This design comes from an exercise in tuning for small area, a short achievable clock period and few clock cycles per item on the open sky130 flow, not from production work.

alpha:
## gcode_block_parser_top
module gcode_block_parser_top #(
	parameter int AXIS_WORD_CHARS = 15,
	parameter int INT_WORD_DIGITS = 4
) (
	input  logic        clk,
	input  logic        arst_n,
	input  logic        cfg_we,
	input  logic [7:0]  cfg_wdata,
	input  logic        char_valid,
	input  logic [7:0]  char_in,
	output logic        char_ready,
	output logic        block_valid,
	input  logic        block_ready,
	output logic [13:0] block_number,
	output logic [1:0]  code_letter,
	output logic [6:0]  code_number,
	output logic [13:0] feed_value,
	output logic [13:0] repeat_count,
	output logic [31:0] x_milli,
	output logic [31:0] y_milli,
	output logic [31:0] z_milli,
	output logic [31:0] a_milli
);
	localparam int MAX_LIM = (AXIS_WORD_CHARS > INT_WORD_DIGITS) ? AXIS_WORD_CHARS
		: INT_WORD_DIGITS;
	localparam int CNT_W = $clog2(MAX_LIM + 1);
	localparam logic [CNT_W-1:0] LIM_AXIS = CNT_W'(AXIS_WORD_CHARS);
	localparam logic [CNT_W-1:0] LIM_INT = CNT_W'(INT_WORD_DIGITS);
	localparam logic [CNT_W-1:0] LIM_CODE = CNT_W'(2);
	localparam bit INT_SAT = (INT_WORD_DIGITS > 4);
	localparam int AW = 36;
	logic [7:0]       term_q;
	logic             cv_q;       
	gbp_pkg::cls_t    cls_q;      
	logic             ct_q;       
	logic [14:0]      wt_q;       
	logic             bv_q;       
	logic             first_q;    
	logic             cr_q;       
	logic             tk_q;       
	gbp_pkg::kind_t            kind_q;
	logic             pw_q;       
	logic [CNT_W-1:0] cnt_q;
	logic             neg_q, pt_q, st_q, en_q, ovf_q;
	logic [1:0]       fd_q;
	logic             mul10_q;    
	logic [1:0]       wsel_q;     
	logic [AW-1:0]    acc_q;
	logic [13:0]      f_n, f_feed, f_rep;
	logic [1:0]       f_cl;
  ...
==> flow/config.mk <==
export PLATFORM = sky130hd
export DESIGN_NAME = gcode_block_parser_top
export DESIGN_NICKNAME = gcode_block_parser_top
export VERILOG_FILES = /design/flow/design.v
export SDC_FILE = /design/flow/constraint.sdc
export NUM_CORES = 4
export LEC_CHECK = 0
export ABC_AREA = 1
export CAP_MARGIN = 20
export CORE_MARGIN = 2
export CORE_UTILIZATION = 40
export SETUP_SLACK_MARGIN = 4.5
export SLEW_MARGIN = 20
==> flow/constraint.sdc <==
create_clock -name core_clock -period 8.0 [get_ports {clk}]
set_input_delay 1.6000 -clock core_clock [delete_from_list [all_inputs] [get_ports {clk}]]
set_output_delay 1.6000 -clock core_clock [all_outputs]
set_load 0.01 [all_outputs]
standard.sh (not shown) runs the stock make flow with config.mk's settings and CLKGATE_MAP_FILE= SYNTH_SCRIPT=/design/flow/synth_recipe.tcl, a recipe that flattens the netlist after the stock synthesis.
==> flow/flow/run.sh <==
#!/bin/bash
set -euo pipefail
bash standard.sh "BUFFER_PORTS_ARGS=-buffer_cell sky130_fd_sc_hd__buf_1" finish > flow_make.log 2>&1
#### Input delta (beta over alpha)
-- flow/design.v --
<<< alpha, line 40
		kind_of = k;
	endfunction
	typedef logic [3:0] cls_t;
	localparam cls_t C_OTHER = 4'd0;
	localparam cls_t C_DIGIT = 4'd10;
	localparam cls_t C_SPACE = 4'd11;
	localparam cls_t C_MINUS = 4'd12;
	localparam cls_t C_POINT = 4'd13;
	function automatic cls_t cls_of(input logic [7:0] c);
		cls_t k;
		k = kind_of(c);
		if ((c[7:4] == 4'h3) && (c[3:0] <= 4'd9)) k = C_DIGIT;
		else if (c == CH_SPACE) k = C_SPACE;
		else if (c == CH_MINUS) k = C_MINUS;
		else if (c == CH_POINT) k = C_POINT;
		cls_of = k;
	endfunction
endpackage
module gcode_block_parser_top #(
>>> beta, line 40
		kind_of = k;
	endfunction
endpackage
module gcode_block_parser_top #(
<<< alpha, line 89
	logic [7:0]       term_q;
	logic             cv_q;       
	gbp_pkg::cls_t    cls_q;      
	logic             ct_q;       
	logic [14:0]      wt_q;       
	logic             bv_q;       
>>> beta, line 74
	logic [7:0]       term_q;
	logic             cv_q;       
	logic [7:0]       c_q;        
	logic             ct_q;       
	logic             dg_q;       
	logic [14:0]      wt_q;       
	logic             bv_q;       
<<< alpha, line 126
	assign cv_d  = stall ? cv_q : take;
	assign ct_d  = stall ? ct_q : (char_in == term_q);
	gbp_pkg::kind_t kc;
	logic       digit, is_sp, is_minus, is_point, is_n, is_l, is_f;
	logic       k_int, k_nl, k_fl, k_axis, early;
	logic [CNT_W-1:0] limit, cnt_inc;
	assign kc       = (cls_q <= 4'd9) ? cls_q : gbp_pkg::K_NONE;    
	assign digit    = (cls_q == gbp_pkg::C_DIGIT);
	assign is_sp    = (cls_q == gbp_pkg::C_SPACE);
	assign is_minus = (cls_q == gbp_pkg::C_MINUS);
	assign is_point = (cls_q == gbp_pkg::C_POINT);
	assign is_n     = (cls_q == gbp_pkg::K_N);
	assign is_l     = (cls_q == gbp_pkg::K_L);
	assign is_f     = (cls_q == gbp_pkg::K_F);
	assign k_nl     = (kind_q == gbp_pkg::K_N) || (kind_q == gbp_pkg::K_G) || (kind_q == gbp_pkg::K_M);
	assign k_fl     = (kind_q == gbp_pkg::K_F) || (kind_q == gbp_pkg::K_L);
>>> beta, line 112
	assign cv_d  = stall ? cv_q : take;
	assign ct_d  = stall ? ct_q : (char_in == term_q);
	logic dig_in;
	assign dig_in = (char_in[7:4] == 4'h3) && (char_in[3:0] <= 4'd9);
	logic [7:0] c;
	logic       digit, is_sp, is_minus, is_point;
	logic       k_int, k_nl, k_fl, k_axis, early;
	logic [CNT_W-1:0] limit, cnt_inc;
	assign c        = c_q;
	assign digit    = dg_q;
	assign is_sp    = (c == gbp_pkg::CH_SPACE);
	assign is_minus = (c == gbp_pkg::CH_MINUS);
	assign is_point = (c == gbp_pkg::CH_POINT);
	assign k_nl     = (kind_q == gbp_pkg::K_N) || (kind_q == gbp_pkg::K_G) || (kind_q == gbp_pkg::K_M);
	assign k_fl     = (kind_q == gbp_pkg::K_F) || (kind_q == gbp_pkg::K_L);
<<< alpha, line 145
	always_comb begin
		case (kind_q)
			gbp_pkg::K_F: early = is_sp || is_n || is_l;
			gbp_pkg::K_L: early = is_sp || is_n || is_f;
			gbp_pkg::K_W, gbp_pkg::K_U, gbp_pkg::K_V, gbp_pkg::K_A: early = is_sp || is_n;
			default: early = 1'b0;
		endcase
>>> beta, line 130
	always_comb begin
		case (kind_q)
			gbp_pkg::K_F: early = is_sp || (c == gbp_pkg::CH_N) || (c == gbp_pkg::CH_L);
			gbp_pkg::K_L: early = is_sp || (c == gbp_pkg::CH_N) || (c == gbp_pkg::CH_F);
			gbp_pkg::K_W, gbp_pkg::K_U, gbp_pkg::K_V, gbp_pkg::K_A: early = is_sp || (c == gbp_pkg::CH_N);
			default: early = 1'b0;
		endcase
<<< alpha, line 214
	logic       neg_d;
	assign mul10 = mul10_q;
	assign o_axis = (kc == gbp_pkg::K_W) || (kc == gbp_pkg::K_U) || (kc == gbp_pkg::K_V)
		|| (kc == gbp_pkg::K_A);
	assign n_wsel = !k_axis ? 2'd3 : (!n_pt ? 2'd0 : n_fd + 2'd1);
	assign wsel_d = absorb ? n_wsel : (open_new ? (o_axis ? 2'd0 : 2'd3) : wsel_q);
>>> beta, line 199
	logic       neg_d;
	assign mul10 = mul10_q;
	assign o_axis = (gbp_pkg::kind_of(c) == gbp_pkg::K_W) || (gbp_pkg::kind_of(c) == gbp_pkg::K_U)
		|| (gbp_pkg::kind_of(c) == gbp_pkg::K_V) || (gbp_pkg::kind_of(c) == gbp_pkg::K_A);
	assign n_wsel = !k_axis ? 2'd3 : (!n_pt ? 2'd0 : n_fd + 2'd1);
	assign wsel_d = absorb ? n_wsel : (open_new ? (o_axis ? 2'd0 : 2'd3) : wsel_q);
<<< alpha, line 300
				pw_q <= (cnt_inc >= limit);
			end else if (open_new) begin
				kind_q <= kc;
				pw_q <= 1'b0;
			end else if (emit || pw_q) begin
>>> beta, line 285
				pw_q <= (cnt_inc >= limit);
			end else if (open_new) begin
				kind_q <= gbp_pkg::kind_of(c);
				pw_q <= 1'b0;
			end else if (emit || pw_q) begin
<<< alpha, line 310
	always_ff @(posedge clk) begin
		if (!stall) begin
			cls_q <= gbp_pkg::cls_of(char_in);
			wt_q <= {neg_d, bw ^ {14{neg_d}}};
		end
>>> beta, line 295
	always_ff @(posedge clk) begin
		if (!stall) begin
			c_q <= char_in;
			dg_q <= dig_in;
			wt_q <= {neg_d, bw ^ {14{neg_d}}};
		end
Results
- Going from alpha to beta, proportion of cell area spent on the clock network essentially unchanged, count of plain and timing-repair buffers in the layout increased about 0.9%, count of flip-flops and latches increased 1.9%, critical path depth decreased 1.
- When beta is set beside alpha, its count of non-CTS inverters in the layout turns out to be 1.5% larger.
- beta vs. alpha: width of the die rose by 0.88 um, cell area rose by 1.9%, number of placed instances, taps included fell by 18.
No functional check of the RTL was part of any run of this note.

==> re-timing with driven ports <==
How much do the figures lean on ideal ports? The routed layouts below were timed once more, with nothing changed but the port constraints. Step 1 sets driving cells, clkbuf_16 on the clock port and buf_2 on the other inputs (assumed; they add their load-dependent delay and slew). Step 2, shift: input delay + t, output delay - t, t = (earliest + latest rising clock arrival at the registers) / 2. This alone moves slack from input paths to output paths. a / b / c = no drivers / after step 1 / after step 2; a / b = the first two.
run | t, ns | setup WS [ns] | worst hold slack (ns) | cell pins on the clock port's net
alpha | 0.613 | 4.562 / 4.562 / 4.543 | 0.477 / 0.477 / 0.477 | 1
beta | 0.613 | 4.651 / 4.651 / 4.507 | 0.480 / 0.480 / 0.480 | 1
After both steps setup and hold are still met in every run listed. For beta, which loses most, drivers alone change the setup slack by 0.000 ns; drivers and shift together by -0.144 ns.
